Source: an optimization exercise on an open RTL-to-GDS flow (aim: small area, a short achievable clock period and few clock cycles per item). Production flows keep margins and buffers that such runs may drop.
Function was not checked in any run shown here: the RTL went through the layout flow alone.
No activity file was given, so power comes from the tool's default toggle rates.

### flow/flow/run.sh
#!/bin/bash
# The standard layout (standard.sh, the standard flow's own ORFS run) with these ORFS
# settings changed; make's full output goes to make.log here, each ORFS step's
# log to orfs/logs.
set -euo pipefail
export BUFFER_PORTS_ARGS="-buffer_cell sky130_fd_sc_hd__buf_1"
bash standard.sh > make.log 2>&1
### flow/standard.sh
#!/bin/bash
# synth_recipe.tcl (not shown) runs the flow's synth.tcl, then flattens the netlist and writes it again
# the make line also repeats each setting of config.mk as NAME=value (left out here)
make -C /OpenROAD-flow-scripts/flow DESIGN_CONFIG=/design/flow/config.mk WORK_HOME=/design/flow/orfs CLKGATE_MAP_FILE= SYNTH_SCRIPT=/design/flow/synth_recipe.tcl "${@:-finish}"
### flow/config.mk
export PLATFORM = sky130hd
export DESIGN_NAME = source_text_tokenizer
export DESIGN_NICKNAME = source_text_tokenizer
export VERILOG_FILES = /design/flow/design.v
export SDC_FILE = /design/flow/constraint.sdc
export NUM_CORES = 4
export LEC_CHECK = 0
export CAP_MARGIN = 20
export CORE_MARGIN = 2
export CORE_UTILIZATION = 40
export CTS_BUF_LIST = sky130_fd_sc_hd__clkbuf_8
export SETUP_SLACK_MARGIN = 3
export SLEW_MARGIN = 20
### flow/design.v
package stt_pkg;
  localparam int unsigned LineBits   = 16;
  localparam int unsigned ColBits    = 16;
  localparam int unsigned OffsetBits = 32;
  localparam int unsigned LengthBits = 16;
  localparam int unsigned KindBits   = 5;
  typedef logic [LineBits-1:0]   line_t;
  typedef logic [ColBits-1:0]    col_t;
  typedef logic [OffsetBits-1:0] offset_t;
  typedef logic [LengthBits-1:0] length_t;
  localparam logic [7:0] ChNul   = 8'h00;
  localparam logic [7:0] ChTab   = 8'h09;
  localparam logic [7:0] ChLf    = 8'h0A;
  localparam logic [7:0] ChCr    = 8'h0D;
  localparam logic [7:0] ChSpace = 8'h20;
  localparam logic [7:0] ChBang  = 8'h21;
  localparam logic [7:0] ChDot   = 8'h2E;
  localparam logic [7:0] ChEq    = 8'h3D;
  localparam logic [7:0] ChUnder = 8'h5F;
  typedef enum logic [KindBits-1:0] {
    TK_ILLEGAL  = 5'd0,
    TK_EOF      = 5'd1,
    TK_IDENT    = 5'd2,
    TK_INT      = 5'd3,
    TK_DOUBLE   = 5'd4,
    TK_ASSIGN   = 5'd5,
    TK_EQ       = 5'd6,
    TK_BANG     = 5'd7,
    TK_NOT_EQ   = 5'd8,
    TK_PLUS     = 5'd9,
    TK_MINUS    = 5'd10,
    TK_ASTERISK = 5'd11,
    TK_SLASH    = 5'd12,
    TK_MODULO   = 5'd13,
    TK_SEMI     = 5'd14,
    TK_LPAREN   = 5'd15,
    TK_RPAREN   = 5'd16,
    TK_COMMA    = 5'd17,
    TK_LBRACE   = 5'd18,
    TK_RBRACE   = 5'd19,
    TK_LT       = 5'd20,
    TK_GT       = 5'd21
  } token_kind_e;
  typedef enum logic [2:0] {
    MODE_IDLE   = 3'd0,
    MODE_IDENT  = 3'd1,
    MODE_NUM    = 3'd2,
    MODE_NUMDOT = 3'd3,
    MODE_EQ     = 3'd4,
    MODE_BANG   = 3'd5
  } scan_mode_e;
  typedef struct packed {
    token_kind_e kind;
    line_t       line;
    col_t        col;
    offset_t     offset;
    length_t     len;
    logic        last;
  } tok_t;
  function automatic logic is_alpha(input logic [7:0] c);
    is_alpha = ((c >= 8'h61 && c <= 8'h7A) || (c >= 8'h41 && c <= 8'h5A) || (c == stt_pkg::ChUnder));
  endfunction
  function automatic logic is_digit(input logic [7:0] c);
    is_digit = (c >= 8'h30 && c <= 8'h39);
  endfunction
  function automatic logic is_space(input logic [7:0] c);
    is_space = ((c == stt_pkg::ChSpace) || (c == stt_pkg::ChTab) || (c == stt_pkg::ChLf) || (c == stt_pkg::ChCr));
  endfunction
  function automatic token_kind_e single_kind(input logic [7:0] c);
    token_kind_e k;
    unique case (c)
      8'h2B:   k = stt_pkg::TK_PLUS;
      8'h2D:   k = stt_pkg::TK_MINUS;
      8'h2A:   k = stt_pkg::TK_ASTERISK;
      8'h2F:   k = stt_pkg::TK_SLASH;
      8'h25:   k = stt_pkg::TK_MODULO;
      8'h3B:   k = stt_pkg::TK_SEMI;
      8'h28:   k = stt_pkg::TK_LPAREN;
      8'h29:   k = stt_pkg::TK_RPAREN;
      8'h2C:   k = stt_pkg::TK_COMMA;
      8'h7B:   k = stt_pkg::TK_LBRACE;
      8'h7D:   k = stt_pkg::TK_RBRACE;
      8'h3C:   k = stt_pkg::TK_LT;
      8'h3E:   k = stt_pkg::TK_GT;
      default: k = stt_pkg::TK_ILLEGAL;
    endcase
    single_kind = k;
  endfunction
  localparam int unsigned TokBits = KindBits + LineBits + ColBits + OffsetBits + LengthBits + 1;
  function automatic logic [TokBits-1:0] mk_tok(input token_kind_e kind, input line_t line,
                                                input col_t col, input offset_t offset,
                                                input length_t len);
    mk_tok = {kind, line, col, offset, len, 1'b0};
  endfunction
endpackage
module source_text_tokenizer (
  input  logic                             clk_i,
  input  logic                             rst_ni,
  input  logic                             txt_valid_i,
  output logic                             txt_ready_o,
  input  logic [7:0]                       txt_char_i,
  input  logic                             txt_end_i,
  output logic                             tok_valid_o,
  input  logic                             tok_ready_i,
  output logic [stt_pkg::KindBits-1:0]     tok_kind_o,
  output logic [stt_pkg::LineBits-1:0]     tok_line_o,
  output logic [stt_pkg::ColBits-1:0]      tok_col_o,
  output logic [stt_pkg::OffsetBits-1:0]   tok_offset_o,
  output logic [stt_pkg::LengthBits-1:0]   tok_length_o,
  output logic                             tok_last_o
);
  typedef struct packed {
    logic       e;
    logic       al;
    logic       dg;
    logic       dt;
    logic       eq;
    logic       bg;
    logic       lf;
    logic       sg;
    logic [4:0] sk;
  } cls_t;
  typedef struct packed {
    logic id;
    logic num;
    logic dot;    
    logic op;     
  } mode_t;
  typedef struct packed {
    logic       v;       
    logic       last;
    logic       fin;     
    logic       stp;     
    logic [4:0] kind;
  } pres_t;
  typedef struct packed {
    pres_t      p;
    logic       sa;      
    logic       sb;      
    logic       lrun;    
    logic [1:0] lsm;
  } pinfo_t;
  function automatic cls_t classify(input logic [7:0] c, input logic end_i);
    cls_t r;
    logic e;
    e    = end_i || (c == stt_pkg::ChNul);
    r.e  = e;
    r.al = !e && stt_pkg::is_alpha(c);
    r.dg = !e && stt_pkg::is_digit(c);
    r.dt = !e && (c == stt_pkg::ChDot);
    r.eq = !e && (c == stt_pkg::ChEq);
    r.bg = !e && (c == stt_pkg::ChBang);
    r.lf = !e && (c == stt_pkg::ChLf);
    r.sg = !e && !stt_pkg::is_alpha(c) && !stt_pkg::is_digit(c) && !stt_pkg::is_space(c) &&
           (c != stt_pkg::ChEq) && (c != stt_pkg::ChBang);
    r.sk = stt_pkg::single_kind(c);
    classify = r;
  endfunction
  function automatic pinfo_t present(input cls_t x, input logic vld, input mode_t m,
                                     input logic bang, input logic seen, input logic ph);
    pinfo_t r;
    logic hold_dot, a_ex, c_ex, c_idle, special, sp_x;
    hold_dot = m.num && x.dt && !seen;
    a_ex     = (m.id && !x.al) || (m.num && !x.dg && !hold_dot) || (m.dot && !x.dg) || m.op;
    c_ex     = x.e || (x.sg && !hold_dot);
    c_idle   = x.e || x.sg;
    special  = m.dot && !x.dg;
    sp_x     = !(x.e || x.al || x.dg || x.eq || x.bg || x.sg);
    r.sa     = a_ex && !ph;
    r.sb     = special && ph;
    r.p.v    = vld && (a_ex || c_ex);
    if (r.sa) begin
      r.p.last = !special && !c_ex;
      r.p.fin  = !special && !c_ex;
      r.p.stp  = 1'b0;
      r.lrun   = !m.op;
      r.lsm    = {x.eq, !x.eq};
      if (m.id)       r.p.kind = stt_pkg::TK_IDENT;
      else if (m.op)  r.p.kind = bang ? (x.eq ? stt_pkg::TK_NOT_EQ : stt_pkg::TK_BANG)
                                      : (x.eq ? stt_pkg::TK_EQ : stt_pkg::TK_ASSIGN);
      else            r.p.kind = (m.num && seen) ? stt_pkg::TK_DOUBLE : stt_pkg::TK_INT;
    end else if (r.sb) begin
      r.p.last = !c_idle;
      r.p.fin  = sp_x;
      r.p.stp  = !sp_x;
      r.lrun   = 1'b0;
      r.lsm    = 2'd1;
      r.p.kind = stt_pkg::TK_ILLEGAL;
    end else begin
      r.p.last = 1'b1;
      r.p.fin  = 1'b1;
      r.p.stp  = 1'b0;
      r.lrun   = 1'b0;
      r.lsm    = {1'b0, !x.e};
      r.p.kind = x.e ? stt_pkg::TK_EOF : x.sk;
    end
    present = r;
  endfunction
  typedef struct packed {
    mode_t m;
    logic  bang;
    logic  seen;
    logic  hold;     
    logic  start;    
    logic  radv;     
  } scan_t;
  function automatic scan_t scan(input cls_t x, input mode_t m, input logic bang,
                                 input logic seen);
    scan_t r;
    logic absorbed;
    r.hold   = m.num && x.dt && !seen;
    absorbed = (m.id && x.al) || (m.num && x.dg) || r.hold || (m.dot && x.dg) || (m.op && x.eq);
    r.start  = !x.e && !absorbed && (x.al || x.dg || x.eq || x.bg);
    r.radv   = (m.id || m.num || m.dot) && absorbed && !r.hold;
    r.m.id   = r.start ? x.al : (m.id && x.al);
    r.m.num  = r.start ? x.dg : (m.num && x.dg) || (m.dot && x.dg);
    r.m.dot  = r.hold;
    r.m.op   = r.start && (x.eq || x.bg);
    r.bang   = r.start ? x.bg : bang;
    r.seen   = r.start ? 1'b0 : (m.dot && x.dg) || seen;
    scan = r;
  endfunction
  logic       fv0_q, fv1_q, cur_vld_q;
  cls_t       fq0_q, fq1_q, in_byte, cur_q;
  mode_t            mode_q, nmode_q;
  logic             bang_q, seen_q, nbang_q, nseen_q, ph_q;
  logic             x_hold_q, x_start_q, x_radv_q;
  scan_t            nscan;
  stt_pkg::line_t   line_q;
  stt_pkg::col_t    col_q, ocol_q;
  stt_pkg::offset_t off_q, ooff_q;
  stt_pkg::length_t olen_q;
  pres_t            pr_q;
  logic             run_top, fin_idle;
  stt_pkg::length_t fin_run, fin_len;
  pinfo_t           fin_p, stp_p, nxt_p;
  mode_t            stp_mode;
  logic             a1, t1, l1, off_top, col_top, oc1, cc1, lc1;
  stt_pkg::line_t   line_inc;
  stt_pkg::col_t    col_inc;
  stt_pkg::offset_t off_inc;
  logic take, do_fin, do_stp, do_nxt, pop, push;
  assign tok_valid_o  = pr_q.v;
  assign tok_kind_o   = pr_q.kind;
  assign tok_last_o   = pr_q.last;
  assign tok_line_o   = line_q;
  assign tok_col_o    = ocol_q;
  assign tok_offset_o = ooff_q;
  assign tok_length_o = olen_q;
  assign txt_ready_o = !fv1_q;
  assign push        = txt_valid_i && !fv1_q;
  assign in_byte     = classify(txt_char_i, txt_end_i);
  assign run_top  = &olen_q[15:1];
  assign nscan    = scan(fq0_q, nmode_q, nbang_q, nseen_q);
  assign fin_idle = !(nmode_q.id || nmode_q.num || nmode_q.dot || nmode_q.op);
  always_comb begin
    if (x_start_q) begin
      fin_run = stt_pkg::length_t'(1);
    end else begin
      fin_run[0] = x_radv_q ? (run_top || (olen_q[0] ^ !mode_q.dot)) : olen_q[0];
      for (int i = 1; i < 16; i++) begin
        fin_run[i] = olen_q[i] ^ (x_radv_q && !run_top && (mode_q.dot || olen_q[0]) &&
                                  (&(olen_q | ~((16'd1 << i) - 16'd2))));
      end
    end
    if (fin_idle) begin
      fin_len = {15'd0, !fq0_q.e};
    end else if (nmode_q.op) begin
      fin_len = {14'd0, fq0_q.eq, !fq0_q.eq};
    end else begin
      fin_len = fin_run;
    end
    stp_mode     = mode_q;
    stp_mode.dot = 1'b0;
  end
  assign fin_p = present(fq0_q, fv0_q, nmode_q, nbang_q, nseen_q, 1'b0);
  assign stp_p = present(cur_q, 1'b1, stp_mode, bang_q, seen_q, 1'b0);
  assign nxt_p = present(cur_q, 1'b1, mode_q, bang_q, seen_q, 1'b1);
  assign a1      = pr_q.stp || (cur_vld_q && !cur_q.e && !x_hold_q);
  assign t1      = !pr_q.stp && mode_q.dot;
  assign l1      = !pr_q.stp && cur_vld_q && cur_q.lf;
  assign off_top = &off_q[31:1];
  assign col_top = &col_q[15:1];
  assign oc1     = a1 && !off_top && (t1 || off_q[0]);
  assign cc1     = a1 && !col_top && (t1 || col_q[0]);
  assign lc1     = l1 && !(&line_q);
  always_comb begin
    off_inc[0] = a1 ? (off_top || (off_q[0] ^ !t1)) : off_q[0];
    for (int i = 1; i < 32; i++) begin
      off_inc[i] = off_q[i] ^ (oc1 && (&(off_q | ~((32'd1 << i) - 32'd2))));
    end
    for (int i = 0; i < 16; i++) begin
      line_inc[i] = line_q[i] ^ (lc1 && (&(line_q | ~((16'd1 << i) - 16'd1))));
    end
    col_inc[0] = l1 || (a1 ? (col_top || (col_q[0] ^ !t1)) : col_q[0]);
    for (int i = 1; i < 16; i++) begin
      col_inc[i] = !l1 && (col_q[i] ^ (cc1 && (&(col_q | ~((16'd1 << i) - 16'd2)))));
    end
  end
  assign take   = pr_q.v && tok_ready_i;
  assign do_fin = !cur_vld_q || !pr_q.v || (tok_ready_i && pr_q.fin);
  assign do_stp = take && pr_q.stp;
  assign do_nxt = take && !pr_q.fin && !pr_q.stp;
  assign pop    = do_fin && fv0_q;
  always_ff @(posedge clk_i or negedge rst_ni) begin
    if (!rst_ni) begin
      fv0_q     <= 1'b0;
      fv1_q     <= 1'b0;
      cur_vld_q <= 1'b0;
      mode_q    <= '0;
      nmode_q   <= '0;
      ph_q      <= 1'b0;
      line_q    <= stt_pkg::line_t'(1);
      col_q     <= stt_pkg::col_t'(1);
      off_q     <= '0;
      pr_q.v    <= 1'b0;
    end else begin
      if (fv1_q) begin
        if (pop) fv1_q <= 1'b0;
      end else begin
        fv0_q <= push || (fv0_q && !pop);
        fv1_q <= push && fv0_q && !pop;
      end
      if (do_fin) begin
        cur_vld_q <= fv0_q;
        mode_q    <= nmode_q;
        if (fv0_q) nmode_q <= nscan.m;
        ph_q      <= 1'b0;
        pr_q.v    <= fin_p.p.v;
      end else if (do_stp) begin
        mode_q    <= stp_mode;
        ph_q      <= 1'b0;
        pr_q.v    <= stp_p.p.v;
      end else if (do_nxt) begin
        ph_q      <= 1'b1;
        pr_q.v    <= nxt_p.p.v;
      end
      if (do_fin || do_stp) begin
        line_q <= line_inc;
        col_q  <= col_inc;
        off_q  <= off_inc;
      end
    end
  end
  always_ff @(posedge clk_i) begin
    if (fv1_q) begin
      if (pop) fq0_q <= fq1_q;
    end else begin
      if (!fv0_q || pop) fq0_q <= in_byte;
      else               fq1_q <= in_byte;
    end
    if (do_fin) begin
      cur_q     <= fq0_q;
      bang_q    <= nbang_q;
      seen_q    <= nseen_q;
      x_hold_q  <= fv0_q && nscan.hold;
      x_start_q <= fv0_q && nscan.start;
      x_radv_q  <= fv0_q && nscan.radv;
      if (fv0_q) begin
        nbang_q <= nscan.bang;
        nseen_q <= nscan.seen;
      end
      {pr_q.last, pr_q.fin, pr_q.stp, pr_q.kind} <=
        {fin_p.p.last, fin_p.p.fin, fin_p.p.stp, fin_p.p.kind};
      if (fin_idle) begin
        ocol_q <= col_inc;
        ooff_q <= off_inc;
      end else if (x_start_q) begin
        ocol_q <= col_q;
        ooff_q <= off_q;
      end
      olen_q <= fin_len;
    end else if (do_stp) begin
      {pr_q.last, pr_q.fin, pr_q.stp, pr_q.kind} <=
        {stp_p.p.last, stp_p.p.fin, stp_p.p.stp, stp_p.p.kind};
      ocol_q <= col_inc;
      ooff_q <= off_inc;
      olen_q <= {14'd0, stp_p.lsm};
    end else if (do_nxt) begin
      {pr_q.last, pr_q.fin, pr_q.stp, pr_q.kind} <=
        {nxt_p.p.last, nxt_p.p.fin, nxt_p.p.stp, nxt_p.p.kind};
      ocol_q <= {col_q[15:1], col_q[0] || (nxt_p.sb && col_top)};
      ooff_q <= {off_q[31:1], off_q[0] || (nxt_p.sb && off_top)};
      olen_q <= {14'd0, nxt_p.lsm};
    end
  end
endmodule
### flow/constraint.sdc
create_clock -name core_clock -period 5.0 [get_ports {clk_i}]
set_input_delay 1.0000 -clock core_clock [delete_from_list [all_inputs] [get_ports {clk_i}]]
set_output_delay 1.0000 -clock core_clock [all_outputs]
set_load 0.01 [all_outputs]
==> notes.md, run 1 <==
status=complete, no violations; Hold Startpoint=fq0_q[6]$_DFFE_PP_; core outline area=0.02425 mm²; root buffer cell=clkbuf_8; max-slew violations=0; CTS max path bufs=2; DRT antenna net count=0; Synth area leaders=edfxtp_1 (36%), dfrtp_1 (19%), nand2_1 (3.7%); EDFF count, synth=117; Setup violations, final=0; top cell type's share of synthesized area=35.64%; Routability Congestion=0.7921; clk sinks=194; crit path max fanout=7; Worst Tran Pin Value=747.4 ps; Setup crit end kind=flop; first drt pass iteration count=7; worst rel slew slack=49.76%; Initial Utilization=40.66%; global route overflow=0; share of cells above drive strength 1=40.32%; cell row count=57; Cell Pwr Density=543.5 mW/mm²; Routed WL per cell=17.51 µm; antenna violations before repair=0; final wirelength=26,390 µm; Chip Height=161.0 µm; YS warnings=1; post-route setup slack=2479 ps; RSZ-0062 raised after global routing=yes; pin count of the biggest net entering global routing=47; Seq/Total Area, Yosys=55.16%; Post-DP HPWL=14,950 µm; VDD IR max=0.2682 mV; synthesized flop and latch total=194; worst skew pair latency=480 ps; ys async rst share=39.18%; library cells used by synthesis=78; total CTS buffers=17; GRT Total Usage=19.83%; Vias=8,275; Worst R2R Setup Slack=2480 ps; R2R Path Start=cur_q[12]$_DFFE_PN_; number of max-cap violations=0; final worst-path cycle share=50.42%; Port Buf Inserts=100; vias in the first global route=7,728; Area growth, synth to finish=39.05%; die width=161.0 µm; first-pass GRT wire length=41,270 µm; Die Area=0.02592 mm²; Top FF cell, synth=edfxtp_1; dpl ws=1546 ps; H-tree Lvls=4; Final Hold Viols=0; synthesized net count=950; Max Freq=396.7 MHz; Mean Syn Cell Area=10.62 µm²; Initial DRC Count=600; WHS Endpoint=cur_q[6]$_DFFE_PN_; CTS clock-pin slew for the worst setup and hold paths=110 ps; WP data required=5240 ps; I/O pins=101; Critical Path AT=2760 ps; FF-to-FF End=ooff_q[30]$_DFFE_PP_; total negative slack=0 ps; Leakage=5.436 nW; library cell with the largest summed area after synthesis=edfxtp_1; Worst Path Class, Setup=flop to flop; Filler cells=2,048; antenna cells=0; DRC viols=0; Hold Path Depth=0; worst hold path type=flop to flop; Post-Syn Instances=928; crit path launch type=flop; clk_skew=20.32 ps; Final nets=1,192; Reg2Reg Depth=6; Final Critical Period=2521 ps; mapped cell area=0.009858 mm²; CTS tree=yes; Storage cell area=0.005460 mm²; via-per-instance ratio=5.491; Multi-input gate area=0.005363 mm²
## placed cells by master, fill, tap and decap left out, types with 16 or more instances in the layout
master	Yosys	layout
a21oi_1	48	36
buf_1	1	21
buf_4	5	125
buf_6	1	37
clkbuf_2	0	59
clkbuf_8	0	17
dfrtp_1	74	57
dfrtp_2	0	17
edfxtp_1	117	117
inv_1	24	22
nand2_1	97	81
nand3_1	53	32
nand4_1	26	27
nor2_1	61	52
o31ai_1	17	16
xnor2_1	40	38
xor2_1	38	38
## per-stage QoR
stage / power, mW / instances / hold WS, ps / util (%) / instance area [µm²]
final: 7.450 / 1507 / 441.7 / 56.53 / 13710
after CTS: 6.847 / 1445 / 442.3 / 51.47 / 12480
after global routing: 7.872 / 1507 / 471.2 / 56.53 / 13710
after detailed placement: 5.063 / 1305 / 409.2 / 44.55 / 10800
after global placement: 5.039 / 1305 / 414.7 / 44.55 / 10800
after floorplan: 4.447 / 928 / 400.3 / - / 10410
## what timing repair did
action	CTS	global route
setup buffers	101	60
setup endpoints to repair	329	208
gates resized for setup	127	200
gates cloned	7	2
pin swaps	44	92
hold buffers	0	0
## metal layers
metal / part of all wire, % / routed length, µm / GRT usage [%]
met1: 46 / 12070 / 28.32
met2: 48 / 12750 / 31.90
met3: 4.9 / 1292 / 3.672
met4: 1.1 / 278 / 4.018
met5: 0 / 0 / 0
## area by class of cell
| cell class | count | share of cell area [%] |
|---|---|---|
| Clock buffer | 17 | 1.707 |
| Clock inverter | 15 | 1.086 |
| Inverter | 25 | 0.8032 |
| Multi-Input combinational cell | 668 | 39.12 |
| Sequential cell | 194 | 39.83 |
| Tap cell | 324 | 2.957 |
| Timing Repair Buffer | 264 | 14.49 |
## power breakdown
part | switching [mW] | internal, mW
clock | 0.614 | 0.410
sequential | 0.358 | 2.44
combinational | 2.08 | 1.55
total | 3.05 | 4.40
## worst max path at each step
stage	from	endpoint	slack (ps)	cells after the start
2_1_floorplan	cur_q[12]$_DFFE_PN_	ooff_q[26]$_DFFE_PP_	2690	7
4_1_cts	cur_q[12]$_DFFE_PN_	ooff_q[30]$_DFFE_PP_	2580	5
3_3_place_gp	tok_ready_i	ooff_q[30]$_DFFE_PP_	1660	6
6_report	cur_q[12]$_DFFE_PN_	ooff_q[30]$_DFFE_PP_	2480	6
3_5_place_dp	tok_ready_i	ooff_q[30]$_DFFE_PP_	1550	6
5_1_grt	cur_q[12]$_DFFE_PN_	ooff_q[30]$_DFFE_PP_	2450	6
## registers in the layout, summed over array words and instances (netlist names), 4 cells and up
name / flops
line_q: 16
fq1_q: 13
nmode_q: 4
olen_q: 16
pr_q: 9
fq0_q: 13
cur_q: 13
off_q: 32
mode_q: 4
ooff_q: 32
ocol_q: 16
col_q: 16
## critical path: stages, from the launching register on
cell	delay, ps
edfxtp_1	470
or3b_4	440
buf_12	140
a21o_4	200
or4_4	540
nor3_2	190
mux2_4	310
## cells in the mapped netlist, drive strengths merged (10+ instances only)
master	number
edfxtp	117
nand2	97
dfrtp	74
nor2	61
nand3	53
a21oi	48
xnor2	40
xor2	38
clkbuf	37
nor3	37
o21ai	32
nand4	26
inv	24
nor4	20
o31ai	17
a31oi	15
nand2b	14
and2	11
and3	11
buf	11
and4	10
## kinds of logic after synthesis
kind of cell	Yosys count	synth area share, %
and+or+nand+nor	386	20.60
xor gates and xnor gates	78	6.930
DFF	194	55.16
muxes	10	1.130
AOI/OAI and AO/OA	178	11.94
buffers and inverters	73	3.097
adders and majority gates	9	1.142
==> run 2, diff against run 1 <==
--- a/flow/flow/run.sh
+++ b/flow/flow/run.sh
@@ -6,2 +6,3 @@
 export BUFFER_PORTS_ARGS="-buffer_cell sky130_fd_sc_hd__buf_1"
+export SKIP_GATE_CLONING=1
 bash standard.sh > make.log 2>&1
--- a/flow/config.mk
+++ b/flow/config.mk
@@ -11,3 +11,3 @@
 export CTS_BUF_LIST = sky130_fd_sc_hd__clkbuf_8
-export SETUP_SLACK_MARGIN = 3
+export SETUP_SLACK_MARGIN = 2.5
 export SLEW_MARGIN = 20
==> notes.md, run 2 <==
worst skew pair latency=480 ps (about the same); Chip Height=161.0 µm (unchanged); count leader, synth=edfxtp_1; Top FF cell, synth=edfxtp_1; CTS clock-pin slew for the worst setup and hold paths=100 ps (about the same); VDD IR max=0.2061 mV (-23%); clk_skew=16.97 ps (-3.343 ps); commonest non-fill, non-tap cells in the layout=edfxtp_1 (117), buf_1 (99), nand2_1 (96); R2R Path Start=nmode_q[0]$_DFFE_PN0P_; Setup violations, final=0 (unchanged); worst rel slew slack=43.72% (-6.0 points); simple-gate share of the synthesized area=20.60% (unchanged); Multi-input gate area=0.004262 mm² (-21%); Filler cells=2,341 (+14%); Vias=7,372 (-11%); Mean Syn Cell Area=10.62 µm² (unchanged); crit path launch=tok_ready_i; Hold Startpoint=fq0_q[6]$_DFFE_PP_; mux cell area share after synthesis=1.130% (unchanged); GRT Total Usage=17.33% (-2.5 points); Worst Tran Pin Value=844.1 ps (+96.72 ps); crit path launch type=primary input; hold buffers post-CTS=0 (unchanged); total CTS buffers=17 (unchanged); Critical Path AT=2920 ps (+160 ps); die width=161.0 µm (unchanged); EDFF count, synth=117 (unchanged); YS warnings=1 (unchanged); status=complete, no violations; Finished Core Util=46.84% (-9.7 points); Worst Path Class, Setup=primary input to flop; Initial DRC Count=510 (-15%); H-tree Lvls=4 (unchanged); Seq/Total Area, Yosys=55.16% (unchanged); Post-DP HPWL=14,940 µm (about the same); crit path max fanout=14 (+7); Final nets=1,058 (-11%); Die Area=0.02592 mm² (unchanged); Adder-Cell Fraction of Synth Area=1.142% (unchanged); I/O pins=101 (unchanged); clk sinks=194 (unchanged); Cell Pwr Density=554.9 mW/mm² (+2.1%); Routability Congestion=0.8546 (+7.9%); CTS tree=yes; first drt pass iteration count=5 (-2); Final Critical Period=2566 ps (+45.20 ps); synthesized flop and latch total=194 (unchanged); Compound-Gate Fraction of Synth Area=11.94% (unchanged); Leakage=4.308 nW (-21%); antenna cells=0 (unchanged); Area growth, synth to finish=15.20%; number of max-cap violations=0 (unchanged); CTS max path bufs=2 (unchanged); Synth top cells by count=edfxtp_1 (117), nand2_1 (97), dfrtp_1 (74), nor2_1 (61), nand3_1 (53); Port Buf Inserts=100 (unchanged); Final Hold Viols=0 (unchanged); Non-Filler Instances=1,373 (-8.9%); via-per-instance ratio=5.369 (-2.2%); largest family of logic cells by synthesized area=simple AND/OR/NAND/NOR gates; DRC viols=0 (unchanged); placed instance count=1,310 (+0.38%); Post-Syn Instances=928 (unchanged); Setup crit end kind=flop; Max Freq=389.7 MHz (-1.8%); cell row count=57 (unchanged); antenna violations before repair=0 (unchanged); top cell type's share of synthesized area=35.64% (unchanged); worst hold path type=flop to flop; biggest regs=off_q x32, ooff_q x32; library cell with the largest summed area after synthesis=edfxtp_1; max-slew violations=0 (unchanged); mapped cell area=0.009858 mm² (unchanged); ys async rst share=39.18% (unchanged); Synth area leaders=edfxtp_1 (36%), dfrtp_1 (19%), nand2_1 (3.7%); Routed WL per cell=16.48 µm (-5.9%); pin count of the biggest net entering global routing=49 (+4.3%); global route overflow=0 (unchanged); core outline area=0.02425 mm² (unchanged); final wirelength=22,630 µm (-14%); Synth Area in XOR/XNOR=6.930% (unchanged); vias in the first global route=6,962 (-9.9%); first-pass GRT wire length=36,510 µm (-12%); WP data required=5350 ps (+110 ps); library cells used by synthesis=78 (unchanged); Final Power=6.302 mW (-15%); Storage cell area=0.005443 mm² (-0.32%); synthesized net count=950 (unchanged); RSZ-0062 raised after global routing=yes; final worst-path cycle share=51.32% (+0.90 points); Initial Utilization=40.66% (unchanged); total negative slack=0 ps (unchanged); commonest non-fill, non-tap cell in the layout=edfxtp_1; share of cells above drive strength 1=12.01% (-28 points); root buffer cell=clkbuf_8; DRT antenna net count=0 (unchanged)
-- run 2: cell types whose count changed in the layout (fill, tap and decap cells not counted), sizes merged --
| cell | previous run | this run |
|---|---|---|
| inv | 31 | 29 |
| o21a | 6 | 3 |
| clkinv | 4 | 2 |
| clkbuf | 78 | 18 |
| nand3 | 54 | 53 |
| nor2 | 63 | 61 |
| buf | 203 | 136 |
| nand4 | 27 | 26 |
| bufinv | 1 | 5 |
-- run 2: per-layer routing --
layer	track usage [%]	routed length [µm]	vias up
li1	-	-	3654
met1	24.90	10940	3541
met2	27.19	10480	158
met4	4.140	269	0
met5	0	0	-
met3	3.467	939	19
-- run 2: logic make-up (layout without fill, tap and decap cells) --
kind of cell	count (synthesis)	count (layout)
fa+ha+maj	9	9
mux	10	10
buf+inv	73	194
compound gates	178	178
flops	194	194
simple gates	386	386
xor+xnor	78	78
-- run 2: worst paths after layout --
path	cells past startpoint	end	slack, ps
worst min-delay path	0	cur_q[6]$_DFFE_PN_	460
worst max-delay path	6	olen_q[3]$_SDFFCE_PP0P_	2430
worst min register to register	0	cur_q[6]$_DFFE_PN_	460
worst max register to register	6	ocol_q[6]$_DFFE_PP_	2490
max in group asynchronous	2	off_q[1]$_DFFE_PN0P_	3480
min in group asynchronous	1	col_q[10]$_DFFE_PN0P_	510
-- run 2: worst max-delay path, stage by stage --
cell	delay [ps]
buf_1	230
nand2_1	190
a21bo_2	300
or3_1	540
or4_1	560
nand2_1	80
-- run 2: cell type report --
type	instances	area share, %
timing repair buffer	137	6.037
multi-input combinational	661	37.52
clock buffer	17	2.060
inverter	25	0.8924
sequential	194	47.92
clock inverter	15	1.994
tap	324	3.569
-- run 2: report_power, final --
part,internal (mW),total [mW],leakage [nW],switching (mW)
Combinational,0.756,2.28,1.88,1.53
Sequential,2.45,2.84,2.20,0.397
Clock,0.601,1.18,0.229,0.578
Total,3.80,6.30,4.31,2.50
-- run 2: repair_timing --
action | in CTS | in global routing
pin swaps | 3 | 4
hold endpoints to repair | 0 | 0
buffers inserted | 11 | 20
setup endpoints to repair | 126 | 112
gates resized for setup | 12 | 16
-- run 2: per-stage QoR --
step	worst slack, ps	hold WS, ps	cell area (µm²)
after CTS	2472	458.5	11120
after global routing	2381	456.1	11360
final	2434	456.0	11360
after global placement	1938	406.2	10510
after floorplan	2402	400.3	9896
after detailed placement	1856	420.7	10510
==> run 3, diff against run 2 <==
--- a/flow/design.v
+++ b/flow/design.v
@@ -137,6 +137,4 @@
     pres_t      p;
-    logic       sa;      
     logic       sb;      
-    logic       lrun;    
-    logic [1:0] lsm;
+    logic [1:0] lsm;     
   } pinfo_t;
@@ -161,3 +159,3 @@
     pinfo_t r;
-    logic hold_dot, a_ex, c_ex, c_idle, special, sp_x;
+    logic hold_dot, a_ex, c_ex, c_idle, special, sp_x, sa;
     hold_dot = m.num && x.dt && !seen;
@@ -168,6 +166,6 @@
     sp_x     = !(x.e || x.al || x.dg || x.eq || x.bg || x.sg);
-    r.sa     = a_ex && !ph;
+    sa       = a_ex && !ph;
     r.sb     = special && ph;
     r.p.v    = vld && (a_ex || c_ex);
-    if (r.sa) begin
+    if (sa) begin
       r.p.last = !special && !c_ex;
@@ -175,4 +173,3 @@
       r.p.stp  = 1'b0;
-      r.lrun   = !m.op;
-      r.lsm    = {x.eq, !x.eq};
+      r.lsm    = 2'd1;
       if (m.id)       r.p.kind = stt_pkg::TK_IDENT;
@@ -185,3 +182,2 @@
       r.p.stp  = !sp_x;
-      r.lrun   = 1'b0;
       r.lsm    = 2'd1;
@@ -192,3 +188,2 @@
       r.p.stp  = 1'b0;
-      r.lrun   = 1'b0;
       r.lsm    = {1'b0, !x.e};
@@ -198,32 +193,6 @@
   endfunction
-  typedef struct packed {
-    mode_t m;
-    logic  bang;
-    logic  seen;
-    logic  hold;     
-    logic  start;    
-    logic  radv;     
-  } scan_t;
-  function automatic scan_t scan(input cls_t x, input mode_t m, input logic bang,
-                                 input logic seen);
-    scan_t r;
-    logic absorbed;
-    r.hold   = m.num && x.dt && !seen;
-    absorbed = (m.id && x.al) || (m.num && x.dg) || r.hold || (m.dot && x.dg) || (m.op && x.eq);
-    r.start  = !x.e && !absorbed && (x.al || x.dg || x.eq || x.bg);
-    r.radv   = (m.id || m.num || m.dot) && absorbed && !r.hold;
-    r.m.id   = r.start ? x.al : (m.id && x.al);
-    r.m.num  = r.start ? x.dg : (m.num && x.dg) || (m.dot && x.dg);
-    r.m.dot  = r.hold;
-    r.m.op   = r.start && (x.eq || x.bg);
-    r.bang   = r.start ? x.bg : bang;
-    r.seen   = r.start ? 1'b0 : (m.dot && x.dg) || seen;
-    scan = r;
-  endfunction
-  logic       fv0_q, fv1_q, cur_vld_q;
-  cls_t       fq0_q, fq1_q, in_byte, cur_q;
-  mode_t            mode_q, nmode_q;
-  logic             bang_q, seen_q, nbang_q, nseen_q, ph_q;
-  logic             x_hold_q, x_start_q, x_radv_q;
-  scan_t            nscan;
+  logic cur_vld_q;
+  cls_t cur_q, in_cls;
+  mode_t            mode_q;
+  logic             bang_q, seen_q, ph_q;
   stt_pkg::line_t   line_q;
@@ -233,6 +202,7 @@
   pres_t            pr_q;
-  logic             run_top, fin_idle;
+  logic             hold_dot, absorbed, start, radv, run_top, fin_idle;
+  mode_t            fin_mode, stp_mode;
+  logic             fin_bang, fin_seen;
   stt_pkg::length_t fin_run, fin_len;
   pinfo_t           fin_p, stp_p, nxt_p;
-  mode_t            stp_mode;
   logic             a1, t1, l1, off_top, col_top, oc1, cc1, lc1;
@@ -241,3 +211,3 @@
   stt_pkg::offset_t off_inc;
-  logic take, do_fin, do_stp, do_nxt, pop, push;
+  logic take, do_fin, do_stp, do_nxt;
   assign tok_valid_o  = pr_q.v;
@@ -249,15 +219,33 @@
   assign tok_length_o = olen_q;
-  assign txt_ready_o = !fv1_q;
-  assign push        = txt_valid_i && !fv1_q;
-  assign in_byte     = classify(txt_char_i, txt_end_i);
+  assign in_cls = classify(txt_char_i, txt_end_i);
+  assign hold_dot = mode_q.num && cur_q.dt && !seen_q;
+  assign absorbed = (mode_q.id && cur_q.al) || (mode_q.num && cur_q.dg) || hold_dot ||
+                    (mode_q.dot && cur_q.dg) || (mode_q.op && cur_q.eq);
+  assign start    = cur_vld_q && !cur_q.e && !absorbed &&
+                    (cur_q.al || cur_q.dg || cur_q.eq || cur_q.bg);
+  assign radv     = cur_vld_q && (mode_q.id || mode_q.num || mode_q.dot) && absorbed && !hold_dot;
   assign run_top  = &olen_q[15:1];
-  assign nscan    = scan(fq0_q, nmode_q, nbang_q, nseen_q);
-  assign fin_idle = !(nmode_q.id || nmode_q.num || nmode_q.dot || nmode_q.op);
   always_comb begin
-    if (x_start_q) begin
+    fin_mode = mode_q;
+    fin_bang = bang_q;
+    fin_seen = seen_q;
+    if (cur_vld_q) begin
+      fin_mode.id  = start ? cur_q.al : (mode_q.id && cur_q.al);
+      fin_mode.num = start ? cur_q.dg : (mode_q.num && cur_q.dg) || (mode_q.dot && cur_q.dg);
+      fin_mode.dot = hold_dot;
+      fin_mode.op  = start && (cur_q.eq || cur_q.bg);
+      if (start) begin
+        fin_bang = cur_q.bg;
+        fin_seen = 1'b0;
+      end else if (mode_q.dot && cur_q.dg) begin
+        fin_seen = 1'b1;
+      end
+    end
+    fin_idle = !(fin_mode.id || fin_mode.num || fin_mode.dot || fin_mode.op);
+    if (start) begin
       fin_run = stt_pkg::length_t'(1);
     end else begin
-      fin_run[0] = x_radv_q ? (run_top || (olen_q[0] ^ !mode_q.dot)) : olen_q[0];
+      fin_run[0] = radv ? (run_top || (olen_q[0] ^ !mode_q.dot)) : olen_q[0];
       for (int i = 1; i < 16; i++) begin
-        fin_run[i] = olen_q[i] ^ (x_radv_q && !run_top && (mode_q.dot || olen_q[0]) &&
+        fin_run[i] = olen_q[i] ^ (radv && !run_top && (mode_q.dot || olen_q[0]) &&
                                   (&(olen_q | ~((16'd1 << i) - 16'd2))));
@@ -266,5 +254,5 @@
     if (fin_idle) begin
-      fin_len = {15'd0, !fq0_q.e};
-    end else if (nmode_q.op) begin
-      fin_len = {14'd0, fq0_q.eq, !fq0_q.eq};
+      fin_len = {15'd0, !in_cls.e};
+    end else if (fin_mode.op) begin
+      fin_len = {14'd0, in_cls.eq, !in_cls.eq};
     end else begin
@@ -275,6 +263,6 @@
   end
-  assign fin_p = present(fq0_q, fv0_q, nmode_q, nbang_q, nseen_q, 1'b0);
+  assign fin_p = present(in_cls, txt_valid_i, fin_mode, fin_bang, fin_seen, 1'b0);
   assign stp_p = present(cur_q, 1'b1, stp_mode, bang_q, seen_q, 1'b0);
   assign nxt_p = present(cur_q, 1'b1, mode_q, bang_q, seen_q, 1'b1);
-  assign a1      = pr_q.stp || (cur_vld_q && !cur_q.e && !x_hold_q);
+  assign a1      = pr_q.stp || (cur_vld_q && !cur_q.e && !hold_dot);
   assign t1      = !pr_q.stp && mode_q.dot;
@@ -303,10 +291,7 @@
   assign do_nxt = take && !pr_q.fin && !pr_q.stp;
-  assign pop    = do_fin && fv0_q;
+  assign txt_ready_o = do_fin;
   always_ff @(posedge clk_i or negedge rst_ni) begin
     if (!rst_ni) begin
-      fv0_q     <= 1'b0;
-      fv1_q     <= 1'b0;
       cur_vld_q <= 1'b0;
       mode_q    <= '0;
-      nmode_q   <= '0;
       ph_q      <= 1'b0;
@@ -317,12 +302,5 @@
     end else begin
-      if (fv1_q) begin
-        if (pop) fv1_q <= 1'b0;
-      end else begin
-        fv0_q <= push || (fv0_q && !pop);
-        fv1_q <= push && fv0_q && !pop;
-      end
       if (do_fin) begin
-        cur_vld_q <= fv0_q;
-        mode_q    <= nmode_q;
-        if (fv0_q) nmode_q <= nscan.m;
+        cur_vld_q <= txt_valid_i;
+        mode_q    <= fin_mode;
         ph_q      <= 1'b0;
@@ -345,19 +323,6 @@
   always_ff @(posedge clk_i) begin
-    if (fv1_q) begin
-      if (pop) fq0_q <= fq1_q;
-    end else begin
-      if (!fv0_q || pop) fq0_q <= in_byte;
-      else               fq1_q <= in_byte;
-    end
     if (do_fin) begin
-      cur_q     <= fq0_q;
-      bang_q    <= nbang_q;
-      seen_q    <= nseen_q;
-      x_hold_q  <= fv0_q && nscan.hold;
-      x_start_q <= fv0_q && nscan.start;
-      x_radv_q  <= fv0_q && nscan.radv;
-      if (fv0_q) begin
-        nbang_q <= nscan.bang;
-        nseen_q <= nscan.seen;
-      end
+      cur_q    <= in_cls;
+      bang_q   <= fin_bang;
+      seen_q   <= fin_seen;
       {pr_q.last, pr_q.fin, pr_q.stp, pr_q.kind} <=
@@ -367,3 +332,3 @@
         ooff_q <= off_inc;
-      end else if (x_start_q) begin
+      end else if (start) begin
         ocol_q <= col_q;
--- a/flow/flow/run.sh
+++ b/flow/flow/run.sh
@@ -6,3 +6,2 @@
 export BUFFER_PORTS_ARGS="-buffer_cell sky130_fd_sc_hd__buf_1"
-export SKIP_GATE_CLONING=1
 bash standard.sh > make.log 2>&1
--- a/flow/config.mk
+++ b/flow/config.mk
@@ -11,3 +11,3 @@
 export CTS_BUF_LIST = sky130_fd_sc_hd__clkbuf_8
-export SETUP_SLACK_MARGIN = 2.5
+export SETUP_SLACK_MARGIN = 2.75
 export SLEW_MARGIN = 20
==> notes.md, run 3 <==
VDD IR max=0.2981 mV (+45%); Flop pwr share=30.8% (-14 points); clk sinks=157 (-19%); total negative slack=0 ps (unchanged); Mean Syn Cell Area=10.20 µm² (-4.0%); Routed WL per cell=18.42 µm (+12%); pin count of the biggest net entering global routing=45 (-8.2%); final wirelength=24,550 µm (+8.5%); Cell Pwr Density=582.2 mW/mm² (+4.9%); Synth top cells by count=edfxtp_1 (86), nand2_1 (80), nor2_1 (79), dfrtp_1 (68), o21ai_0 (56); worst hold path type=primary input to async pin; Initial DRC Count=475 (-6.9%); Sw Pwr=2.956 mW (+18%); global route overflow=0 (unchanged); H-tree Lvls=4 (unchanged); Setup violations, final=0 (unchanged); Area growth, synth to finish=47.02%; die width=148.5 µm (-7.8%); Chip Height=148.5 µm (-7.8%); Initial Utilization=41.02% (+0.36 points); Port Buf Inserts=100 (unchanged); share of cells above drive strength 1=38.10% (+26 points); max-slew violations=0 (unchanged); crit path max fanout=6 (-8); commonest non-fill, non-tap cells in the layout=buf_1 (88), edfxtp_1 (86), buf_4 (76); WP data required=4000 ps (-1350 ps); mapped cell area=0.008353 mm² (-15%); Post-DP HPWL=13,230 µm (-11%); biggest regs=off_q x32, ooff_q x32; Post-Syn Instances=819 (-12%); Final nets=1,073 (+1.4%); Seq/Total Area, Yosys=52.16% (-3.0 points); Routability Congestion=0.8506 (-0.47%); Worst Path Class, Setup=primary input to primary output; via-per-instance ratio=5.483 (+2.1%); commonest non-fill, non-tap cell in the layout=buf_1; CTS clock-pin slew for the worst setup and hold paths=90 ps (about the same); ys async rst share=44.59% (+5.4 points); cell row count=52 (-8.8%); hold buffers post-CTS=0 (unchanged); synthesized flop and latch total=157 (-19%); worst rel slew slack=40.22% (-3.5 points); total CTS buffers=17 (unchanged); status=complete, no violations; GRT Total Usage=19.79% (+2.5 points); crit path launch type=primary input; Worst Tran Pin Value=895.7 ps (+51.58 ps); Top FF cell, synth=edfxtp_1; DRT antenna net count=0 (unchanged); Final Critical Period=2604 ps (+38.29 ps); antenna cells=0 (unchanged); Die Area=0.02205 mm² (-15%); Critical Path AT=1600 ps (-1320 ps); Internal=4.194 mW (+10%); clk_skew=13.44 ps (-3.533 ps); library cell with the largest summed area after synthesis=edfxtp_1; Final Hold Viols=0 (unchanged); Filler cells=1,600 (-32%); EDFF count, synth=86 (-26%); Max Freq=384.0 MHz (-1.5%); top cell type's share of synthesized area=30.92% (-4.7 points); antenna violations before repair=0 (unchanged); Synth area leaders=edfxtp_1 (31%), dfrtp_1 (20%), xnor2_1 (5.2%); RSZ-0062 raised after global routing=yes; vias in the first global route=6,516 (-6.4%); core outline area=0.02036 mm² (-16%); post-route cell area=0.01228 mm² (+8.1%); Vias=7,309 (-0.85%); first drt pass iteration count=5 (unchanged); switching part of the total=41.34% (+1.7 points); CTS tree=yes; Setup crit end kind=primary output; CTS max path bufs=2 (unchanged); number of max-cap violations=0 (unchanged); Leakage=4.981 nW (+16%); count leader, synth=edfxtp_1; worst skew pair latency=470 ps (about the same); final worst-path cycle share=52.09% (+0.77 points); placed cell area=0.009190 mm² (-13%); DRC viols=0 (unchanged); clock share of power=13.3% (-5.4 points); library cells used by synthesis=77 (-1.3%); I/O pins=101 (unchanged); first-pass GRT wire length=34,310 µm (-6.0%); Final Power=7.150 mW (+13%); combinational power share=55.9% (+20 points); synthesized net count=842 (-11%); root buffer cell=clkbuf_8; YS warnings=1 (unchanged)
==> run 3: per-layer routing <==
layer / global-route usage [%] / wire [µm] / share of wire (%) / vias up
met1: 25.69 / 9966 / 41 / 3569
met5: 0 / 0 / 0 / -
li1: - / - / - / 3422
met2: 33.45 / 12630 / 51 / 250
met4: 6.429 / 732 / 3.0 / 0
met3: 3.834 / 1226 / 5.0 / 68
==> run 3: final cells by class <==
cell class              count  area [µm²]  area share [%]
inverters                  18       72.57          0.5909
flip-flops and latches    157        4375           35.63
clock inverters            13       130.1           1.060
repair buffers            247        1987           16.18
multi-input cells         609        5116           41.66
clock buffers              19       261.5           2.129
well taps                 270       337.8           2.751
==> run 3: power groups by stage <==
| stage | Sequential [mW] | Clock, mW | Combinational, mW |
|---|---|---|---|
| after floorplan | 2.29 | 0 | 1.25 |
| after global placement | 2.23 | 0 | 1.84 |
| after detailed placement | 2.24 | 0 | 1.85 |
| after CTS | 2.18 | 0.974 | 2.87 |
| after global routing | 2.25 | 1.03 | 4.20 |
| final | 2.20 | 0.949 | 4.00 |
==> run 3: per-stage QoR <==
stage               cells  hold WS [ps]  setup WS [ps]  utilization (%)
floorplan             819         450.5           2169                -
CTS                  1268         469.6           2381            53.27
global placement     1151         462.2           1591            45.13
finish               1333         486.1           2396            60.30
detailed placement   1151         478.5           1536            45.13
global route         1333         491.4           2386            60.30
==> run 3: timing repair <==
action                     CTS  global route
setup endpoints to repair  190           170
buffers inserted            79            58
gates cloned                 6             7
pin swaps                   35            91
gates resized for setup    135           209
==> run 3: path summary, 6_finish.rpt <==
path | slack (ps) | from | cells past startpoint | to
worst max-delay path | 2400 | tok_ready_i | 5 | txt_ready_o
worst min-delay path | 490 | rst_ni | 1 | off_q[29]$_DFFE_PN0P_
worst max register to register | 2490 | cur_q[11]$_DFFE_PN_ | 10 | ocol_q[6]$_DFFE_PP_
worst min register to register | 490 | line_q[0]$_DFFE_PN1P_ | 2 | line_q[0]$_DFFE_PN1P_
max in group asynchronous | 3500 | rst_ni | 2 | mode_q[0]$_DFFE_PN0N_
min in group core_clock | 490 | line_q[0]$_DFFE_PN1P_ | 2 | line_q[0]$_DFFE_PN1P_
==> run 3: kinds of logic after synthesis <==
kind of cell	share of synthesized area (%)
compound gates	11.89
fa+ha+maj	1.498
flops	52.16
simple gates	21.78
buf+inv	3.146
xor+xnor	9.017
mux	0.5093
==> run 3: worst max-delay path, stage by stage <==
cell and delay, ps:
buf_12 110, a21oi_4 190, inv_4 60, buf_12 130, buf_6 110
==> run 4, diff against run 3 <==
--- a/flow/config.mk
+++ b/flow/config.mk
@@ -11,3 +11,3 @@
 export CTS_BUF_LIST = sky130_fd_sc_hd__clkbuf_8
-export SETUP_SLACK_MARGIN = 2.75
+export SETUP_SLACK_MARGIN = 3
 export SLEW_MARGIN = 20
==> notes.md, run 4 <==
commonest non-fill, non-tap cell in the layout=buf_4; cell row count=52 (unchanged); Synth top cells by count=edfxtp_1 (86), nand2_1 (80), nor2_1 (79), dfrtp_1 (68), o21ai_0 (56); Worst Path Class, Setup=flop to flop; Final nets=1,140 (+6.2%); Worst Tran Pin Value=639.6 ps (-256.1 ps); biggest regs=off_q x32, ooff_q x32; CTS max path bufs=2 (unchanged); max incr delay on CP=410 ps (+220 ps); Top FF cell, synth=edfxtp_1; Initial Utilization=41.02% (unchanged); commonest non-fill, non-tap cells in the layout=buf_4 (137), edfxtp_1 (86), buf_6 (67); Seq/Total Area, Yosys=52.16% (unchanged); Cell Pwr Density=578.8 mW/mm² (-0.58%); post-route setup slack=2447 ps (+51.40 ps); first drt pass iteration count=5 (unchanged); Non-Filler Instances=1,400 (+5.0%); Leakage=5.759 nW (+16%); Reg2Reg Depth=12 (+2); library cell with the largest summed area after synthesis=edfxtp_1; status=complete, no violations; worst setup path endpoint=ooff_q[26]$_DFFE_PP_; VDD IR max=0.2837 mV (-4.8%); Final Power=7.761 mW (+8.5%); FF-to-FF End=ooff_q[26]$_DFFE_PP_; WHS=495.8 ps (+9.633 ps); count leader, synth=edfxtp_1; ys async rst share=44.59% (unchanged); YS warnings=1 (unchanged); Worst R2R Setup Slack=2450 ps (-40 ps); final worst-path cycle share=51.06% (-1.0 points); crit path launch=cur_q[8]$_DFFE_PN_; I/O pins=101 (unchanged); Routability Congestion=0.8449 (-0.67%); total negative slack=0 ps (unchanged); placed instance count=1,151 (unchanged); RSZ-0062 raised after global routing=yes; synthesized flop and latch total=157 (unchanged); top cell type's share of synthesized area=30.92% (unchanged); Setup crit end kind=flop; Port Buf Inserts=100 (unchanged); worst skew pair latency=480 ps (about the same); clk sinks=157 (unchanged); Final Hold Viols=0 (unchanged); WP data required=5250 ps (+1250 ps); H-tree Lvls=4 (unchanged); Synth area leaders=edfxtp_1 (31%), dfrtp_1 (20%), xnor2_1 (5.2%); core outline area=0.02036 mm² (unchanged); final wirelength=26,390 µm (+7.5%); Die Area=0.02205 mm² (unchanged); global route overflow=0 (unchanged); worst hold path type=primary input to async pin; clk_skew=16.01 ps (+2.574 ps); mapped cell area=0.008353 mm² (unchanged); DRC viols=0 (unchanged); via-per-instance ratio=5.505 (+0.40%); total CTS buffers=17 (unchanged); dpl ws=1468 ps (-67.75 ps); Routed WL per cell=18.85 µm (+2.3%); die width=148.5 µm (unchanged); Filler cells=1,505 (-5.9%); pin count of the biggest net entering global routing=40 (-11%); crit path max fanout=7 (+1); Critical Path AT=2810 ps (+1210 ps); crit path launch type=flop; number of max-cap violations=0 (unchanged); EDFF count, synth=86 (unchanged); R2R Path Start=cur_q[8]$_DFFE_PN_; antenna cells=0 (unchanged); Area growth, synth to finish=60.52%; first-pass GRT wire length=38,710 µm (+13%); max-slew violations=0 (unchanged); DRT antenna net count=0 (unchanged); Setup violations, final=0 (unchanged); CP cell instances=buf_4, buf_6, a22o_4, buf_6, o31ai_4, buf_12, nor2_4, nor2_4, a21oi_4, buf_12, buf_8, clkbuf_16; Worst path slowest cell=edfxtp_1; hold buffers post-CTS=0 (unchanged); Final Critical Period=2553 ps (-51.40 ps); Post-Syn Instances=819 (unchanged); root buffer cell=clkbuf_8; vias in the first global route=7,175 (+10%); CTS clock-pin slew for the worst setup and hold paths=100 ps (about the same); library cells used by synthesis=77 (unchanged); GRT Total Usage=22.56% (+2.8 points); Initial DRC Count=646 (+36%); Max Freq=391.7 MHz (+2.0%); synthesized net count=842 (unchanged); worst rel slew slack=57.17% (+17 points); Post-DP HPWL=13,490 µm (+2.0%); antenna violations before repair=0 (unchanged); Chip Height=148.5 µm (unchanged); Vias=7,707 (+5.4%); share of cells above drive strength 1=53.72% (+16 points); Mean Syn Cell Area=10.20 µm² (unchanged); CTS tree=yes
## run 4: cell types whose count changed in the layout (fill, tap and decap cells not counted), sizes merged
cell,before,now
clkinvlp,2,4
nand2,84,83
bufbuf,1,0
a21oi,38,37
bufinv,1,2
clkinv,6,1
clkbuf,22,78
inv,22,27
buf,243,254
## run 4: critical path, delay by kind of cell, from the launching register on
| kind | cells | cell delay, ps |
|---|---|---|
| flops | 1 | 410 |
| buf+inv | 7 | 1010 |
| simple gates | 2 | 240 |
| compound gates | 3 | 670 |
## run 4: how the worst min path moves through the flow
stage,end,cells after the start
detailed placement,line_q[15]$_DFFE_PN0P_,2
global placement,line_q[15]$_DFFE_PN0P_,2
floorplan,off_q[31]$_DFFE_PN0P_,1
CTS,off_q[23]$_DFFE_PN0P_,1
finish,off_q[23]$_DFFE_PN0P_,1
global route,off_q[23]$_DFFE_PN0P_,1
## run 4: kinds of logic (layout without fill, tap and decap cells)
| family | Yosys count | in the layout | synth area share, % |
|---|---|---|---|
| buf+inv | 60 | 366 | 3.146 |
| compound gates | 157 | 157 | 11.89 |
| xor+xnor | 86 | 86 | 9.017 |
| simple gates | 345 | 350 | 21.78 |
| mux | 4 | 4 | 0.5093 |
| fa+ha+maj | 10 | 10 | 1.498 |
| flops | 157 | 157 | 52.16 |
## run 4: cell type report
type | count | area, µm² | area share [%]
inverters | 18 | 81.33 | 0.6066
repair buffers | 314 | 2759 | 20.58
clock inverters | 14 | 170.2 | 1.269
flip-flops and latches | 157 | 4378 | 32.65
well taps | 270 | 337.8 | 2.520
multi-input cells | 607 | 5420 | 40.43
clock buffers | 18 | 247.7 | 1.848
repair inverters | 2 | 13.76 | 0.1026
## run 4: layer usage
metal  vias to the layer above  GRT usage, %  routed length, µm
met4                         0         7.952                820
met3                        63         4.724               1562
met5                         -             0                  0
met2                       294         36.25              13000
met1                      3806         30.41              11010
li1                       3544             -                  -
## run 4: power breakdown
part           switching (mW)  internal [mW]
Combinational            2.38           2.19
Sequential              0.245           1.92
Clock                   0.558          0.477
Total                    3.18           4.58
## run 4: through the flow
| step | area [µm²] | utilization [%] |
|---|---|---|
| 6_report | 13410 | 65.84 |
| 4_1_cts | 12170 | 59.74 |
| 3_3_place_gp | 9413 | 46.22 |
| 3_5_place_dp | 9413 | 46.22 |
| 5_1_grt | 13410 | 65.84 |
| 2_1_floorplan | 9020 | - |
## run 4: timing repair
action	4_1_cts	5_1_grt
pin swaps	74	78
endpoints found under the setup margin	297	290
cloned	11	2
setup buffers	145	59
resized for setup	253	234
==> run 5, diff against run 4 <==
--- a/flow/design.v
+++ b/flow/design.v
@@ -193,4 +193,4 @@
   endfunction
-  logic cur_vld_q;
-  cls_t cur_q, in_cls;
+  logic fv0_q, fv1_q, cur_vld_q;
+  cls_t fq0_q, fq1_q, in_cls, cur_q;
   mode_t            mode_q;
@@ -211,3 +211,3 @@
   stt_pkg::offset_t off_inc;
-  logic take, do_fin, do_stp, do_nxt;
+  logic take, do_fin, do_stp, do_nxt, pop, push;
   assign tok_valid_o  = pr_q.v;
@@ -254,5 +254,5 @@
     if (fin_idle) begin
-      fin_len = {15'd0, !in_cls.e};
+      fin_len = {15'd0, !fq0_q.e};
     end else if (fin_mode.op) begin
-      fin_len = {14'd0, in_cls.eq, !in_cls.eq};
+      fin_len = {14'd0, fq0_q.eq, !fq0_q.eq};
     end else begin
@@ -263,3 +263,3 @@
   end
-  assign fin_p = present(in_cls, txt_valid_i, fin_mode, fin_bang, fin_seen, 1'b0);
+  assign fin_p = present(fq0_q, fv0_q, fin_mode, fin_bang, fin_seen, 1'b0);
   assign stp_p = present(cur_q, 1'b1, stp_mode, bang_q, seen_q, 1'b0);
@@ -291,5 +291,9 @@
   assign do_nxt = take && !pr_q.fin && !pr_q.stp;
-  assign txt_ready_o = do_fin;
+  assign pop    = do_fin && fv0_q;
+  assign txt_ready_o = !fv1_q;
+  assign push        = txt_valid_i && !fv1_q;
   always_ff @(posedge clk_i or negedge rst_ni) begin
     if (!rst_ni) begin
+      fv0_q     <= 1'b0;
+      fv1_q     <= 1'b0;
       cur_vld_q <= 1'b0;
@@ -302,4 +306,10 @@
     end else begin
+      if (fv1_q) begin
+        if (pop) fv1_q <= 1'b0;
+      end else begin
+        fv0_q <= push || (fv0_q && !pop);
+        fv1_q <= push && fv0_q && !pop;
+      end
       if (do_fin) begin
-        cur_vld_q <= txt_valid_i;
+        cur_vld_q <= fv0_q;
         mode_q    <= fin_mode;
@@ -323,4 +333,10 @@
   always_ff @(posedge clk_i) begin
+    if (fv1_q) begin
+      if (pop) fq0_q <= fq1_q;
+    end else begin
+      if (!fv0_q || pop) fq0_q <= in_cls;
+      else               fq1_q <= in_cls;
+    end
     if (do_fin) begin
-      cur_q    <= in_cls;
+      cur_q    <= fq0_q;
       bang_q   <= fin_bang;
--- a/flow/config.mk
+++ b/flow/config.mk
@@ -11,3 +11,3 @@
 export CTS_BUF_LIST = sky130_fd_sc_hd__clkbuf_8
-export SETUP_SLACK_MARGIN = 3
+export SETUP_SLACK_MARGIN = 2.75
 export SLEW_MARGIN = 20
==> notes.md, run 5 <==
commonest non-fill, non-tap cells in the layout=edfxtp_1 (112), buf_1 (90), buf_4 (74); core outline area=0.02354 mm² (+16%); antenna cells=0 (unchanged); mapped cell area=0.009597 mm² (+15%); number of max-cap violations=0 (unchanged); total negative slack=0 ps (unchanged); Worst Path Class, Setup=flop to flop; Setup crit end kind=flop; synthesized net count=917 (+8.9%); crit path launch type=flop; Initial DRC Count=727 (+13%); VDD IR max=0.3058 mV (+7.8%); EDFF count, synth=112 (+30%); share of cells above drive strength 1=26.97% (-27 points); Worst R2R Setup Slack=2540 ps (+90 ps); Synth area leaders=edfxtp_1 (35%), dfrtp_1 (18%), xnor2_1 (4.6%); library cell with the largest summed area after synthesis=edfxtp_1; crit path launch=cur_q[11]$_DFFE_PN_; root buffer cell=clkbuf_8; WHS=429.5 ps (-66.22 ps); Max Freq=406.7 MHz (+3.8%); commonest non-fill, non-tap cell in the layout=edfxtp_1; Finished Core Util=52.36% (-13 points); Critical Path AT=2640 ps (-170 ps); global route overflow=0 (unchanged); Final Critical Period=2459 ps (-94.01 ps); vias in the first global route=7,408 (+3.2%); worst setup path endpoint=ocol_q[5]$_DFFE_PP_; Initial Utilization=40.76% (-0.25 points); Post-Syn Instances=895 (+9.3%); I/O pins=101 (unchanged); R2R Path Start=cur_q[11]$_DFFE_PN_; GRT Total Usage=19.71% (-2.8 points); library cells used by synthesis=78 (+1.3%); Setup violations, final=0 (unchanged); H-tree Lvls=4 (unchanged); final worst-path cycle share=49.18% (-1.9 points); FF-to-FF End=ocol_q[5]$_DFFE_PP_; pin count of the biggest net entering global routing=46 (+15%); first drt pass iteration count=5 (unchanged); max-slew violations=0 (unchanged); via-per-instance ratio=5.563 (+1.1%); ys async rst share=38.92% (-5.7 points); WP data required=5180 ps (-70 ps); YS warnings=1 (unchanged); first-pass GRT wire length=40,020 µm (+3.4%); Area growth, synth to finish=28.46%; Post-DP HPWL=15,060 µm (+12%); Final nets=1,088 (-4.6%); Top FF cell, synth=edfxtp_1; Vias=7,777 (+0.91%); worst rel slew slack=52.40% (-4.8 points); Mean Syn Cell Area=10.72 µm² (+5.1%); clk sinks=185 (+18%); worst skew pair latency=470 ps (about the same); DRC viols=0 (unchanged); synthesized flop and latch total=185 (+18%); status=complete, no violations; Synth top cells by count=edfxtp_1 (112), nand2_1 (83), dfrtp_1 (70), o21ai_0 (62), nor2_1 (56); worst hold path type=flop to flop; Reg2Reg Depth=5 (-7); top cell type's share of synthesized area=35.05% (+4.1 points); Final Hold Viols=0 (unchanged); Seq/Total Area, Yosys=54.05% (+1.9 points); Routability Congestion=0.8514 (+0.77%); clk_skew=9.989 ps (-6.025 ps); crit path max fanout=9 (+2); final wirelength=25,300 µm (-4.1%); total CTS buffers=17 (unchanged); die width=158.9 µm (+7.0%); CTS clock-pin slew for the worst setup and hold paths=110 ps (about the same); CTS tree=yes; antenna violations before repair=0 (unchanged); Chip Height=158.9 µm (+7.0%); count leader, synth=edfxtp_1; Cell Pwr Density=657.3 mW/mm² (+14%); CTS max path bufs=2 (unchanged); Routed WL per cell=18.10 µm (-4.0%); biggest regs=off_q x32, ooff_q x32; Leakage=4.729 nW (-18%); Worst Tran Pin Value=714.0 ps (+74.44 ps); Die Area=0.02525 mm² (+14%); cell row count=56 (+7.7%); Port Buf Inserts=100 (unchanged); RSZ-0062 raised after global routing=yes; DRT antenna net count=0 (unchanged)
-- run 5: cell count changes after synthesis, moves of 6 or more --
cell / previous run / this run
mux2_2: 2 / 13
o31ai_1: 6 / 19
nor2b_1: 7 / 14
nand4_1: 11 / 23
nand3_1: 52 / 42
clkbuf_1: 24 / 34
nor2_1: 79 / 56
and2_1: 12 / 3
edfxtp_1: 86 / 112
o21ai_0: 56 / 62
nand4b_1: 2 / 8
-- run 5: cell type report --
class                           instances  area [µm²]
Timing Repair Buffer                  199        1341
Multi-Input combinational cell        643        4933
Inverter                               20       80.08
Clock inverter                         15       136.4
Clock buffer                           17       234.0
Sequential cell                       185        5204
Fill cell                            2126       11210
Tap cell                              319       399.1
-- run 5: worst min-delay path by stage --
stage,cells after the start,startpoint,endpoint,slack (ps)
2_1_floorplan,0,fq0_q[6]$_DFFE_PP_,cur_q[6]$_DFFE_PN_,400
3_3_place_gp,0,fq0_q[7]$_DFFE_PP_,cur_q[7]$_DFFE_PN_,410
3_5_place_dp,0,fq0_q[6]$_DFFE_PP_,cur_q[6]$_DFFE_PN_,410
4_1_cts,0,fq0_q[6]$_DFFE_PP_,cur_q[6]$_DFFE_PN_,430
5_1_grt,0,fq0_q[6]$_DFFE_PP_,cur_q[6]$_DFFE_PN_,440
6_report,0,fq0_q[6]$_DFFE_PP_,cur_q[6]$_DFFE_PN_,430
-- run 5: through the flow --
| stage | setup slack (ps) | total power, mW | instance area (µm²) | cells |
|---|---|---|---|---|
| 6_report | 2541 | 8.103 | 12330 | 1398 |
| 4_1_cts | 2581 | 7.568 | 11750 | 1367 |
| 2_1_floorplan | 2633 | 4.740 | 9936 | 895 |
| 5_1_grt | 2427 | 8.546 | 12330 | 1398 |
| 3_5_place_dp | 1370 | 5.548 | 10470 | 1268 |
| 3_3_place_gp | 1442 | 5.526 | 10470 | 1268 |
-- run 5: layer usage --
layer | part of all wire [%] | track usage, %
met1 | 45 | 27.71
met2 | 46 | 30.21
met3 | 6.4 | 4.336
met4 | 2.5 | 6.818
met5 | 0 | 0
-- run 5: logic make-up after synthesis --
kind of cell    Yosys count  share of synthesized area (%)
compound gates          186                          12.76
xor+xnor                 84                          7.666
fa+ha+maj                 9                          1.173
buf+inv                  75                          3.377
flops                   185                          54.05
mux                      16                          1.838
simple gates            340                          19.13
-- run 5: where the power goes --
part	switching, mW	total (mW)	leakage [nW]	internal, mW
clock	0.599	0.965	0.196	0.366
sequential	0.384	2.80	2.10	2.41
combinational	2.55	4.34	2.43	1.80
-- run 5: timing repair --
action | 4_1_cts | 5_1_grt
gates resized for setup | 78 | 77
gates cloned | 5 | 3
pin swaps | 34 | 36
setup endpoints to repair | 196 | 176
buffers inserted | 62 | 28
hold buffers | 0 | 0
-- run 5: worst max-delay path, stage by stage (launching register included) --
cell	delay, ps
edfxtp_1	520
or4_4	620
a21oi_2	240
o2111ai_2	230
nand2_4	270
o21a_2	290

==> re-timing with driven ports <==
The results above use ideal ports. As a check the final layouts listed here were re-extracted and re-timed, cells and wires unchanged. Step 1, drivers: a clkbuf_16 drives clk_i and a buf_2 each remaining input, both assumed. Step 2 adds t to the input delays and takes it off the output delays; t is the mean of the earliest and latest rising clock arrival at the registers after step 1. Input paths then give back, and output paths get back, about the clock's delay inside the block. Three values: no drivers, after step 1, after step 2; two values: the first two.
| run | t (ns) | slack for setup (ns) | worst setup path after step 2 | worst register clock-pin slew, ns |
|---|---|---|---|---|
| run 1 | 0.514 | 2.479 / 2.479 / 2.354 | input to register | 0.12 / 0.12 |
| run 2 | 0.506 | 2.434 / 2.407 / 1.900 | input to register | 0.11 / 0.11 |
| run 3 | 0.504 | 2.396 / 2.324 / 1.922 | input to register | 0.10 / 0.10 |
| run 4 | 0.512 | 2.447 / 2.443 / 1.974 | input to register | 0.10 / 0.10 |
| run 5 | 0.506 | 2.541 / 2.541 / 2.236 | input to register | 0.11 / 0.11 |
After both steps setup and hold are still met in every run listed. For run 2, which loses most, drivers alone change the setup slack by -0.027 ns; drivers and shift together by -0.534 ns.
